This is an optimization exercise on Yosys and OpenROAD, whose aim is small area, not a production implementation. Only simulation tests tie the RTL to the original design; equivalence was not proved.

==> 12-27: inputs <==
Design reg_file, start of the top module:
module reg_file #(
    parameter int unsigned DATA_WIDTH = 32,
    parameter int unsigned ADDR_WIDTH = 5,
    parameter int unsigned NUM_REGS   = 32
) (
    input  logic                  clk,
    input  logic                  rst_n,
    input  logic                  reg_write,
    input  logic [ADDR_WIDTH-1:0] write_addr,
    input  logic [DATA_WIDTH-1:0] write_data,
    input  logic [ADDR_WIDTH-1:0] read_addr1,
    input  logic [ADDR_WIDTH-1:0] read_addr2,
    output logic [DATA_WIDTH-1:0] read_data1,
    output logic [DATA_WIDTH-1:0] read_data2
);
==> module rf_nor2, before the edit <==
module rf_nor2 (
    input  logic a, b,
    output logic y
);
    assign y = ~(a | b);
endmodule
==> module rf_nand4, before the edit <==
module rf_nand4 (
    input  logic a, b, c, d,
    output logic y
);
    assign y = ~(a & b & c & d);
endmodule
==> module rf_fin, before the edit <==
module rf_fin (
    input  logic r0, r1,
    input  logic h,
    output logic y
);
    assign y = (~(r0 | r1)) ^ h;
endmodule
==> module rf_red16, before the edit <==
module rf_red16 (
    input  logic [15:0] p,
    input  logic        h,
    output logic        y
);
    logic [7:0] q;
    logic [1:0] r;
    for (genvar k = 0; k < 8; k++) begin : g_q
        rf_nor2 u_q (.a(p[2*k]), .b(p[2*k+1]), .y(q[k]));
    end
    for (genvar j = 0; j < 2; j++) begin : g_r
        rf_nand4 u_r (.a(q[4*j]), .b(q[4*j+1]), .c(q[4*j+2]), .d(q[4*j+3]), .y(r[j]));
    end
    rf_fin u_f (.r0(r[0]), .r1(r[1]), .h(h), .y(y));
endmodule
clock: 5.0 ns
lec_check: 0
cap_margin: 10
core_margin: 2
core_utilization: 60
gpl_timing_driven: 0
place_density: 0.65
setup_slack_margin: 0.3
slew_margin: 10
synth_hierarchical: 1
standard.sh (not shown) runs the stock make flow with config.mk's settings and CLKGATE_MAP_FILE= SYNTH_SCRIPT=/design/flow/synth_recipe.tcl, a recipe that flattens the netlist after the stock synthesis.
==> flow/flow/run.sh <==
#!/bin/bash
# Layout flow: the standard ORFS flow (standard.sh) with extra ORFS
# variables that trim area overhead:
#  - remove the buffers ABC inserted before placement (the resizer re-buffers
#    only where needed),
#  - plain buf_1 cells as the port buffers,
#  - post-placement repair_design limited to buffers up to buf_4
#    and gate upsizing of XOR/XNOR (flow/pre_resize.tcl); later timing repair is unrestricted,
#  - clock tree: larger sink clusters driven by clkbuf_16, no dummy loads,
# ORFS writes each tool's full log under orfs/logs/; make's own output goes to
# flow_make.log in the work folder.
set -euo pipefail
here=$(pwd)
bash standard.sh \
  REMOVE_ABC_BUFFERS=1 \
  "BUFFER_PORTS_ARGS=-buffer_cell sky130_fd_sc_hd__buf_1" \
  "PRE_RESIZE_TCL=$here/flow/pre_resize.tcl" \
  "CTS_ARGS=-sink_clustering_enable -repair_clock_nets -dont_use_dummy_load -sink_clustering_size 24 -sink_clustering_max_diameter 150 -buf_list {sky130_fd_sc_hd__clkbuf_16}" \
  finish > flow_make.log 2>&1
==> flow/flow/pre_resize.tcl <==
# Sourced by ORFS before the post-placement repair_design step. That step
# otherwise fixes every long, high-fanout net with the largest buffers in the
# library, or by upsizing the driving gate to its largest size; capping both
# here leaves the timing-critical nets to the later repair_timing steps, which
# size only where slack demands it.
set_dont_use {
  sky130_fd_sc_hd__buf_6 sky130_fd_sc_hd__buf_8 sky130_fd_sc_hd__buf_12
  sky130_fd_sc_hd__buf_16 sky130_fd_sc_hd__bufbuf_8 sky130_fd_sc_hd__bufbuf_16
  sky130_fd_sc_hd__clkbuf_8 sky130_fd_sc_hd__clkbuf_16
  sky130_fd_sc_hd__xor2_2 sky130_fd_sc_hd__xor2_4
  sky130_fd_sc_hd__xnor2_2 sky130_fd_sc_hd__xnor2_4
}
==> inputs of 09-15, as changes to 12-27 <==
--- a/flow/config.mk
+++ b/flow/config.mk
@@ -7,9 +7,9 @@
 export LEC_CHECK = 0
 export CAP_MARGIN = 10
 export CORE_MARGIN = 2
-export CORE_UTILIZATION = 60
+export CORE_UTILIZATION = 40
 export GPL_TIMING_DRIVEN = 0
-export PLACE_DENSITY = 0.65
-export SETUP_SLACK_MARGIN = 0.3
+export PLACE_DENSITY = 0.45
+export SETUP_SLACK_MARGIN = 0.2
 export SLEW_MARGIN = 10
 export SYNTH_HIERARCHICAL = 1
==> inputs of 07-18, as changes to 12-27 <==
--- a/flow/design.v
+++ b/flow/design.v
@@ -15,39 +15,12 @@
 );
     assign y = ~((a1 | a2) & (b1 | b2));
 endmodule
-module rf_nor2 (
-    input  logic a, b,
-    output logic y
-);
-    assign y = ~(a | b);
-endmodule
-module rf_nand4 (
-    input  logic a, b, c, d,
-    output logic y
-);
-    assign y = ~(a & b & c & d);
-endmodule
-module rf_fin (
-    input  logic r0, r1,
-    input  logic h,
-    output logic y
-);
-    assign y = (~(r0 | r1)) ^ h;
-endmodule
 module rf_red16 (
     input  logic [15:0] p,
     input  logic        h,
     output logic        y
 );
-    logic [7:0] q;
-    logic [1:0] r;
-    for (genvar k = 0; k < 8; k++) begin : g_q
-        rf_nor2 u_q (.a(p[2*k]), .b(p[2*k+1]), .y(q[k]));
-    end
-    for (genvar j = 0; j < 2; j++) begin : g_r
-        rf_nand4 u_r (.a(q[4*j]), .b(q[4*j+1]), .c(q[4*j+2]), .d(q[4*j+3]), .y(r[j]));
-    end
-    rf_fin u_f (.r0(r[0]), .r1(r[1]), .h(h), .y(y));
+    assign y = (~|p) ^ h;
 endmodule
 module rf_rdbit (
     input  logic [30:0] s,
==> flow/flow/run.sh (replaced) <==
#!/bin/bash
# Layout flow: the standard ORFS flow (standard.sh) with extra ORFS
# variables that trim area overhead:
#  - remove the buffers ABC inserted before placement (the resizer re-buffers
#    only where needed),
#  - plain buf_1 cells as the port buffers,
#  - no dummy loads in clock tree synthesis,
#  - power recovery (downsizing gates off the critical paths) after global route.
# ORFS writes each tool's full log under orfs/logs/; make's own output goes to
# flow_make.log in the work folder.
set -euo pipefail
bash standard.sh \
  REMOVE_ABC_BUFFERS=1 \
  "BUFFER_PORTS_ARGS=-buffer_cell sky130_fd_sc_hd__buf_1" \
  "CTS_ARGS=-sink_clustering_enable -repair_clock_nets -dont_use_dummy_load -sink_clustering_size 20 -sink_clustering_max_diameter 120 -buf_list {sky130_fd_sc_hd__clkbuf_16}" \
  RECOVER_POWER=100 \
  finish > flow_make.log 2>&1
==> flow/config.mk (replaced) <==
export PLATFORM = sky130hd
export DESIGN_NAME = reg_file
export DESIGN_NICKNAME = reg_file
export VERILOG_FILES = /design/flow/design.v
export SDC_FILE = /design/flow/constraint.sdc
export NUM_CORES = 4
export LEC_CHECK = 0
export CAP_MARGIN = 0
export CORE_MARGIN = 2
export CORE_UTILIZATION = 40
export GPL_TIMING_DRIVEN = 0
export PLACE_DENSITY = 0.45
export SETUP_SLACK_MARGIN = 0
export SLEW_MARGIN = 0
export SYNTH_HIERARCHICAL = 1
removed: flow/flow/pre_resize.tcl
==> metrics.csv <==
metric,value,unit
status,"complete, no violations",
Levels on crit path,11,
Mean Syn Cell Area,9.333,um^2
multiplexer share of the synthesized area,0.009318,
post-layout instance area,0.04362,mm^2
count of multi-input combinational gates,3035,
worst rel slew slack,0.3153,
ANT cells,1,
DR top layer,met5,
CLK BUF,48,
met2 GRT Util,0.6824,
That was 12-27.
==> metrics.csv <==
metric,value,unit
status,"complete, no violations",
Final setup viols,0,
ANT cells,4,
DR top layer,met5,
met2 GRT Util,0.5595,
Levels on crit path,11,
Synth Area in Compound Gates,0.3062,
post-layout instance area,0.04487,mm^2
Mean Syn Cell Area,9.333,um^2
Reg2Reg Depth,6,
multiplexer share of the synthesized area,0.009318,
That was 09-15.
==> metrics.csv <==
metric,value,unit
setup ws final,-0.1806,ns
status,failed layout checks,
Final setup viols,11,
maxcap violations,59,
fin. max-slew vios,1802,
Levels on crit path,8,
SO Viols,"max-capacitance violations, max-slew violations, negative setup slack",
That was 07-18.

## what the ideal ports hide
The flow's constraints put no driver on any port. The routed layouts listed below were extracted and timed again, unchanged, in two steps.
Step 1 (the two cells are an assumption about what drives the block):
set clk [get_ports {clk}]
set_driving_cell -lib_cell sky130_fd_sc_hd__clkbuf_16 $clk
set_driving_cell -lib_cell sky130_fd_sc_hd__buf_2 [delete_from_list [all_inputs] $clk]
Step 2 moves the port delays by t, midway between the first and last clock arrival at a register: inputs arrive t later, outputs are due t later. That takes back most of the time a late clock gives input paths.
Slacks: ideal ports / drivers / drivers and shift; pairs: ideal ports / drivers.
run | t (ns) | slack for setup (ns) | worst hold slack (ns) | latest minus earliest clock arrival (ns) | worst slew at a driven data input, ns
12-27 | 0.714 | 0.180 / 0.131 / 0.131 | 0.414 / 0.366 / 0.474 | 0.039 / 0.039 | 0.05
09-15 | 0.730 | 0.209 / 0.187 / 0.187 | 0.384 / 0.334 / 0.473 | 0.060 / 0.059 | 0.19
07-18 | 0.760 | -0.181 / -0.204 / -0.862 | 0.473 / 0.473 / 0.473 | 0.065 / 0.065 | 0.15
For 07-18, which loses most, drivers alone change the setup slack by -0.023 ns; drivers and shift together by -0.681 ns.
